This is an optimization exercise on Yosys and OpenROAD, whose aim is small area and a short achievable clock period, not a production implementation.
The RTL was checked by simulation tests, not by an equivalence proof against the original design.
Power and IR drop assume default switching activity.

// trace_top
module trace_top (
  input  logic       fe_clk,
  input  logic       reset,
  input  logic [7:0] reg_addr,
  input  logic [7:0] reg_wdata,
  input  logic       reg_write,
  input  logic       reg_read,
  output logic [7:0] reg_rdata,
  input  logic [7:0] trace_data,
  input  logic       trace_valid,
  output logic       capturing,
  output logic       trig_out
);
clock: 4.0 ns
lec_check: 0
cap_margin: 20
core_margin: 2
core_utilization: 60
cts_buf_list: sky130_fd_sc_hd__clkbuf_16
cts_cluster_diameter: 80
cts_cluster_size: 25
setup_slack_margin: 2.1
slew_margin: 20
standard.sh (not shown) runs the stock make flow with config.mk's settings and CLKGATE_MAP_FILE= SYNTH_SCRIPT=/design/flow/synth_recipe.tcl, a recipe that flattens the netlist after the stock synthesis.
==> flow/flow/run.sh <==
#!/bin/bash
# Standard layout, with the port buffers made from buf_4 cells instead of
# the resizer's default pick.
set -euo pipefail
export BUFFER_PORTS_ARGS="-buffer_cell sky130_fd_sc_hd__buf_4"
bash standard.sh > standard.log 2>&1
The starting point produced a clean layout.
Rerun with:
- SETUP_SLACK_MARGIN: 2.1 -> 1.7
=>
- The changed run passed the timing, DRC and antenna checks
- worst setup slack gets worse by 0.19 ns
- non-clock buffer count falls by 17
- fmax decreases by a little under a tenth
- cell count goes down slightly
- total power went down slightly
- sequential power hardly moves
Rerun with:
- CAP_MARGIN: 20 -> 10
- SETUP_SLACK_MARGIN: 1.7 -> 2.1
- SLEW_MARGIN: 20 -> 10
Effect: The changed run finished with timing, DRC and antenna clean. Synthesized cell count is unchanged. Hold slack hardly moves. Worst setup slack gains 0.19 ns. Design area goes up by 4.7%. Via count goes up by 0.53%. Clock-buffer cell count goes down by 1. Routed wire length is about the same.
Rerun with:
- CAP_MARGIN: 10 -> 20
- PLACE_DENSITY: unset -> 0.7
- SETUP_SLACK_MARGIN: 2.1 -> 2.2
- SLEW_MARGIN: 10 -> 20
After rerunning: Sequential share of layout area falls by 1.6 points; design area came out higher by about 2.7%; clock power barely changes; hold slack barely changes; non-clock buffer count climbs by 25; setup slack gets worse by 0.019 ns.
Rerun with:
- CTS_CLUSTER_DIAMETER: 80 -> 70
- CTS_CLUSTER_SIZE: 25 -> 30
- PLACE_DENSITY: 0.7 -> unset
- SETUP_SLACK_MARGIN: 2.2 -> 2.1
Total power rose by about 7%. Worst setup slack gets better by 0.013 ns. Hold slack hardly moves. Sequential share of layout area grows by 0.27 points. Routed wire length falls by 0.66%. Design area went down by 0.51%. Clock power came out higher by about 25%. Clock skew grows by 0.0063 ns.

---

Setup of run 1:
The RTL this note starts from:
==> flow/design.v <==
`default_nettype none
package trace_pkg;
  localparam int num_rules       = 2;
  localparam int buf_bytes       = 4;
  localparam int buf_width       = buf_bytes * 8;
  localparam int fifo_depth      = 16;
  localparam int fifo_addr_width = 4;
  typedef struct packed {
    logic [15-num_rules-8:0] pad;    
    logic [num_rules-1:0]    rules;
    logic [7:0]              stamp;
  } event_t;
  localparam logic [7:0] reg_ctrl         = 8'h00;
  localparam logic [7:0] reg_rule_en      = 8'h01;
  localparam logic [7:0] reg_trig_en      = 8'h02;
  localparam logic [7:0] reg_trig_delay   = 8'h03;
  localparam logic [7:0] reg_trig_width   = 8'h04;
  localparam logic [7:0] reg_status       = 8'h05;
  localparam logic [7:0] reg_fifo_lo      = 8'h06;
  localparam logic [7:0] reg_fifo_hi      = 8'h07;
  localparam logic [7:0] reg_count0       = 8'h08;
  localparam logic [7:0] reg_count1       = 8'h09;
  localparam logic [7:0] reg_pattern_base = 8'h10;    
  localparam logic [7:0] reg_mask_base    = 8'h20;    
  localparam logic [1:0] trig_idle  = 2'd0;
  localparam logic [1:0] trig_wait  = 2'd1;
  localparam logic [1:0] trig_pulse = 2'd2;
endpackage
`default_nettype wire
`timescale 1ns/1ps
`default_nettype none
module trace_top (
  input  logic       fe_clk,
  input  logic       reset,
  input  logic [7:0] reg_addr,
  input  logic [7:0] reg_wdata,
  input  logic       reg_write,
  input  logic       reg_read,
  output logic [7:0] reg_rdata,
  input  logic [7:0] trace_data,
  input  logic       trace_valid,
  output logic       capturing,
  output logic       trig_out
);
  function automatic [7:0] inc8(input [7:0] q, input en);
    integer i;
    for (i = 0; i < 8; i = i + 1)
      inc8[i] = q[i] ^ (en & (&(q | ~((8'd1 << i) - 8'd1))));
  endfunction
  function automatic [7:0] dec8(input [7:0] q);
    integer i;
    for (i = 0; i < 8; i = i + 1)
      dec8[i] = q[i] ^ (&(~q | ~((8'd1 << i) - 8'd1)));
  endfunction
  function automatic [3:0] inc4(input [3:0] q, input en);
    integer i;
    for (i = 0; i < 4; i = i + 1)
      inc4[i] = q[i] ^ (en & (&(q | ~((4'd1 << i) - 4'd1))));
  endfunction
  logic page0;
  logic hi0, hi1, hi2, hi4;    
  assign page0 = (reg_addr[7:6] == 2'b00);
  assign hi0   = (reg_addr[7:3] == 5'b00000);
  assign hi1   = (reg_addr[7:3] == 5'b00001);
  assign hi2   = (reg_addr[7:3] == 5'b00010);
  assign hi4   = (reg_addr[7:3] == 5'b00100);
  logic [7:0] lo;              
  always_comb
    for (int i = 0; i < 8; i++)
      lo[i] = (reg_addr[2:0] == i[2:0]);
  logic [7:0] wd;
  assign wd = reg_wdata & {8{~reset}};
  logic wr0, wrp, wrm;
  assign wr0 = reg_write & hi0;
  assign wrp = reg_write & hi2;
  assign wrm = reg_write & hi4;
  logic [31:0] pat0, pat1, msk0, msk1;
  logic [1:0]  rule_en, trig_en;
  logic [7:0]  trig_delay, trig_width;
  logic        armed, arm_pulse;
  always_ff @(posedge fe_clk) begin
    for (int b = 0; b < 4; b++) begin
      if (reset | (wrp & lo[b]))     pat0[8*b +: 8] <= wd;
      if (reset | (wrp & lo[b+4]))   pat1[8*b +: 8] <= wd;
      if (reset | (wrm & lo[b]))     msk0[8*b +: 8] <= wd;
      if (reset | (wrm & lo[b+4]))   msk1[8*b +: 8] <= wd;
    end
    if (reset | (wr0 & lo[0])) armed      <= wd[0];
    if (reset | (wr0 & lo[1])) rule_en    <= wd[1:0];
    if (reset | (wr0 & lo[2])) trig_en    <= wd[1:0];
    if (reset | (wr0 & lo[3])) trig_delay <= wd;
    if (reset | (wr0 & lo[4])) trig_width <= wd;
    arm_pulse <= wr0 & lo[0] & wd[0];
  end
  assign capturing = armed;
  localparam logic [31:0] INV = 32'hff00ff00;
  logic [31:0] tbq, tbuf;      
  logic        byte_seen;
  logic [1:0]  match, hit;
  assign tbuf = tbq ^ INV;
  always_ff @(posedge fe_clk) begin
    if (reset | trace_valid)
      tbq <= ({tbuf[23:0], trace_data} & {32{~reset}}) ^ INV;
    byte_seen <= trace_valid & ~reset;
    match     <= hit & {2{byte_seen & ~reset}};
  end
  assign hit[0] = rule_en[0] & ~|((tbuf ^ pat0) & msk0);
  assign hit[1] = rule_en[1] & ~|((tbuf ^ pat1) & msk1);
  logic [7:0] cnt0, cnt1;
  always_ff @(posedge fe_clk) begin
    cnt0 <= inc8(cnt0, match[0] & ~&cnt0) & {8{~reset}};
    cnt1 <= inc8(cnt1, match[1] & ~&cnt1) & {8{~reset}};
  end
  logic [7:0] stamp;
  always_ff @(posedge fe_clk)
    stamp <= inc8(stamp, byte_seen) & {8{~(reset | arm_pulse)}};
  logic       ev_write;
  logic [1:0] ev_rules;
  logic [7:0] ev_stamp;
  always_ff @(posedge fe_clk) begin
    ev_write <= armed & (|match) & ~reset;
    ev_rules <= match;
    ev_stamp <= stamp;
  end
  logic [9:0] mem [16];
  logic [3:0] wp, rp;
  logic       empty, full, ovf;
  logic       pop, push;
  logic [9:0] head;
  assign head = mem[rp];
  assign push = ev_write & ~full;
  assign pop  = reg_read & hi0 & lo[7] & ~empty;
  always_ff @(posedge fe_clk) begin
    for (int i = 0; i < 16; i++)
      if (push & (wp == i[3:0]))
        mem[i] <= {ev_rules, ev_stamp};
  end
  logic wp1_eq_rp, rp1_eq_wp;
  assign wp1_eq_rp = (inc4(wp, 1'b1) == rp);
  assign rp1_eq_wp = (inc4(rp, 1'b1) == wp);
  always_ff @(posedge fe_clk) begin
    wp    <= inc4(wp, push) & {4{~reset}};
    rp    <= inc4(rp, pop) & {4{~reset}};
    full  <= ~reset & (full ? ~pop : (push & ~pop & wp1_eq_rp));
    empty <= reset | (empty ? ~push : (pop & ~push & rp1_eq_wp));
    ovf   <= ((ev_write & full) | (ovf & ~arm_pulse)) & ~reset;
  end
  logic       busy;
  logic [7:0] tcnt;
  logic       start, tcnt_zero, tcnt_le1;
  assign start     = ~busy & armed & |(match & trig_en);
  assign tcnt_zero = (tcnt == 8'h00);
  assign tcnt_le1  = (tcnt[7:1] == 7'h00);
  always_ff @(posedge fe_clk) begin
    if (reset) begin
      busy     <= 1'b0;
      trig_out <= 1'b0;
    end else if (!busy) begin
      busy <= start;
    end else if (!trig_out) begin
      if (tcnt_zero) trig_out <= 1'b1;
    end else if (tcnt_le1) begin
      busy     <= 1'b0;
      trig_out <= 1'b0;
    end
  end
  always_ff @(posedge fe_clk) begin
    if (!busy)
      tcnt <= trig_delay;
    else if (!trig_out && tcnt_zero)
      tcnt <= trig_width;
    else
      tcnt <= dec8(tcnt);
  end
  logic [7:0] rd_value, rd_sel;
  always_comb begin
    case (reg_addr[5:0])
      6'h00: rd_sel = {7'b0, armed};
      6'h01: rd_sel = {6'b0, rule_en};
      6'h02: rd_sel = {6'b0, trig_en};
      6'h03: rd_sel = trig_delay;
      6'h04: rd_sel = trig_width;
      6'h05: rd_sel = {4'b0, busy, ovf, full, empty};
      6'h06: rd_sel = empty ? 8'h00 : head[7:0];
      6'h07: rd_sel = empty ? 8'h00 : {6'b0, head[9:8]};
      6'h08: rd_sel = cnt0;
      6'h09: rd_sel = cnt1;
      6'h10: rd_sel = pat0[7:0];
      6'h11: rd_sel = pat0[15:8];
      6'h12: rd_sel = pat0[23:16];
      6'h13: rd_sel = pat0[31:24];
      6'h14: rd_sel = pat1[7:0];
      6'h15: rd_sel = pat1[15:8];
      6'h16: rd_sel = pat1[23:16];
      6'h17: rd_sel = pat1[31:24];
      6'h20: rd_sel = msk0[7:0];
      6'h21: rd_sel = msk0[15:8];
      6'h22: rd_sel = msk0[23:16];
      6'h23: rd_sel = msk0[31:24];
      6'h24: rd_sel = msk1[7:0];
      6'h25: rd_sel = msk1[15:8];
      6'h26: rd_sel = msk1[23:16];
      6'h27: rd_sel = msk1[31:24];
      default: rd_sel = 8'h00;
    endcase
    rd_value = rd_sel & {8{page0 & ~reset}};
  end
  always_ff @(posedge fe_clk) begin
    if (reset | reg_read)
      reg_rdata <= rd_value;
  end
endmodule
`default_nettype wire
==> flow/config.mk <==
export PLATFORM = sky130hd
export DESIGN_NAME = trace_top
export DESIGN_NICKNAME = trace_top
export VERILOG_FILES = /design/flow/design.v
export SDC_FILE = /design/flow/constraint.sdc
export NUM_CORES = 4
export LEC_CHECK = 0
export CAP_MARGIN = 20
export CORE_MARGIN = 2
export CORE_UTILIZATION = 50
export CTS_BUF_LIST = sky130_fd_sc_hd__clkbuf_16
export CTS_CLUSTER_DIAMETER = 80
export CTS_CLUSTER_SIZE = 25
export SETUP_SLACK_MARGIN = 1.7
export SLEW_MARGIN = 20
==> flow/constraint.sdc <==
create_clock -name core_clock -period 4.0 [get_ports {fe_clk}]
set_input_delay 0.8000 -clock core_clock [delete_from_list [all_inputs] [get_ports {fe_clk}]]
set_output_delay 0.8000 -clock core_clock [all_outputs]
set_load 0.01 [all_outputs]
Scripts as last shown in full above: flow/flow/run.sh
Run 1 ended with every stage complete and zero timing, DRC or antenna violations.
For run 2, these inputs were changed with respect to run 1:
# run 1
export LEC_CHECK = 0
export CAP_MARGIN = 20
export CORE_MARGIN = 2
export CORE_UTILIZATION = 50
export CTS_BUF_LIST = sky130_fd_sc_hd__clkbuf_16
export CTS_CLUSTER_DIAMETER = 80
export CTS_CLUSTER_SIZE = 25
export SETUP_SLACK_MARGIN = 1.7
export SLEW_MARGIN = 20
create_clock -name core_clock -period 4.0 [get_ports {fe_clk}]
# run 2
export LEC_CHECK = 0
export CAP_MARGIN = 20
export CORE_MARGIN = 2
export CORE_UTILIZATION = 75
export CTS_BUF_LIST = sky130_fd_sc_hd__clkbuf_16
export CTS_CLUSTER_DIAMETER = 80
export CTS_CLUSTER_SIZE = 25
export SETUP_SLACK_MARGIN = 1.7
export SLEW_MARGIN = 20
create_clock -name core_clock -period 4.0 [get_ports {fe_clk}]
==> comparison <==
[compare] base=run 1 new=run 2: final worst setup slack lower, number of cell rows lower, maximum ir drop on the vdd rail higher.
Of run 2 and run 1, it is run 2 that has the lower global-route wire length before repair.
The total power in run 2 was lower than what run 1 gave.
Against run 1, worst hold margin in run 2 came out better.
Taking run 1 as the reference point, the critical path depth of run 2 rises by 3.
Between run 1 and run 2, the flow reports area of all placed cells without fillers decreasing by a few percent.
Changes in run 3 relative to run 2:
# run 2
export LEC_CHECK = 0
export CAP_MARGIN = 20
export CORE_MARGIN = 2
export CORE_UTILIZATION = 75
export CTS_BUF_LIST = sky130_fd_sc_hd__clkbuf_16
export CTS_CLUSTER_DIAMETER = 80
export CTS_CLUSTER_SIZE = 25
export SETUP_SLACK_MARGIN = 1.7
export SLEW_MARGIN = 20
create_clock -name core_clock -period 4.0 [get_ports {fe_clk}]
# run 3
export LEC_CHECK = 0
export CAP_MARGIN = 20
export CORE_MARGIN = 2
export CORE_UTILIZATION = 60
export CTS_BUF_LIST = sky130_fd_sc_hd__clkbuf_16
export CTS_CLUSTER_DIAMETER = 80
export CTS_CLUSTER_SIZE = 25
export SETUP_SLACK_MARGIN = 1.9
export SLEW_MARGIN = 20
export TNS_END_PERCENT = 10
create_clock -name core_clock -period 4.0 [get_ports {fe_clk}]
- The proportion of cell area occupied by multi-input gates on run 3 is in line with that on run 2.
- Run 3: wire length is 1.8% lower than what run 2 reported.
- [run 3] final clock period utilization by the worst path rose 2.0 points relative to run 2
- Cmp run 3 and run 2 / placeable core region / lower: run 2
- Between run 3 and run 2, power per cell area is lower for run 3, run 2 comes in above that.
- Compared with run 2, run 3 ends up with more cell area.
- Summary of the comparison: sequential share of cell area is lower in run 3, relative to run 2.
- Compared with run 2, run 3 shows highest attainable clock frequency lower by 3.2%.
- Run 3 -> run 2: area of the mapped netlist delta 0, exact match
#### Input delta (run 4 over run 3)
# run 3
export LEC_CHECK = 0
export CAP_MARGIN = 20
export CORE_MARGIN = 2
export CORE_UTILIZATION = 60
export CTS_BUF_LIST = sky130_fd_sc_hd__clkbuf_16
export CTS_CLUSTER_DIAMETER = 80
export CTS_CLUSTER_SIZE = 25
export SETUP_SLACK_MARGIN = 1.9
export SLEW_MARGIN = 20
export TNS_END_PERCENT = 10
create_clock -name core_clock -period 4.0 [get_ports {fe_clk}]
# run 4
export LEC_CHECK = 0
export CAP_MARGIN = 20
export CORE_MARGIN = 2
export CORE_UTILIZATION = 40
export CTS_BUF_LIST = sky130_fd_sc_hd__clkbuf_16
export CTS_CLUSTER_DIAMETER = 60
export CTS_CLUSTER_SIZE = 20
export SETUP_SLACK_MARGIN = 1.7
export SLEW_MARGIN = 20
create_clock -name core_clock -period 4.0 [get_ports {fe_clk}]
- Run 4: all stages complete, timing, DRC and antenna checks passed
- [compare] base=run 3 new=run 4: wire length lost about 0.7%, total power picked up an extra about 11%, post-synthesis sequential area ratio neither gained nor lost much.

-- port drivers added, routing unchanged --
How much do the figures lean on ideal ports? The routed layouts below were timed once more, with nothing changed but the port constraints.
Step 1: set_driving_cell puts a clkbuf_16 on fe_clk and a buf_2 on each other input, an assumption about the parent block.
Step 2 times the ports against the registers' clock, not the clock port: input delays grow and output delays shrink by t, the midpoint of the rising clock arrivals with the driver on.
Slacks: no drivers / after step 1 / after step 2; pairs: no drivers / after step 1.
run	t (ns)	slack for setup (ns)	pins driven straight from the clock port
the first run of note 1	0.601	1.930 / 1.885 / 1.377	1
the second run of note 1	0.597	1.743 / 1.761 / 1.175	1
the third run of note 1	0.601	1.930 / 1.885 / 1.377	1
the fourth run of note 1	0.601	1.912 / 1.886 / 1.444	1
the fifth run of note 1	0.613	1.924 / 1.885 / 1.329	1
run 1	0.606	1.629 / 1.635 / 1.051	1
run 2	0.587	1.548 / 1.548 / 1.110	1
run 3	0.591	1.466 / 1.466 / 1.057	1
run 4	0.661	1.651 / 1.675 / 1.014	1
After both steps setup and hold are still met in every run listed. For run 4, which loses most, drivers alone change the setup slack by +0.024 ns; drivers and shift together by -0.637 ns.
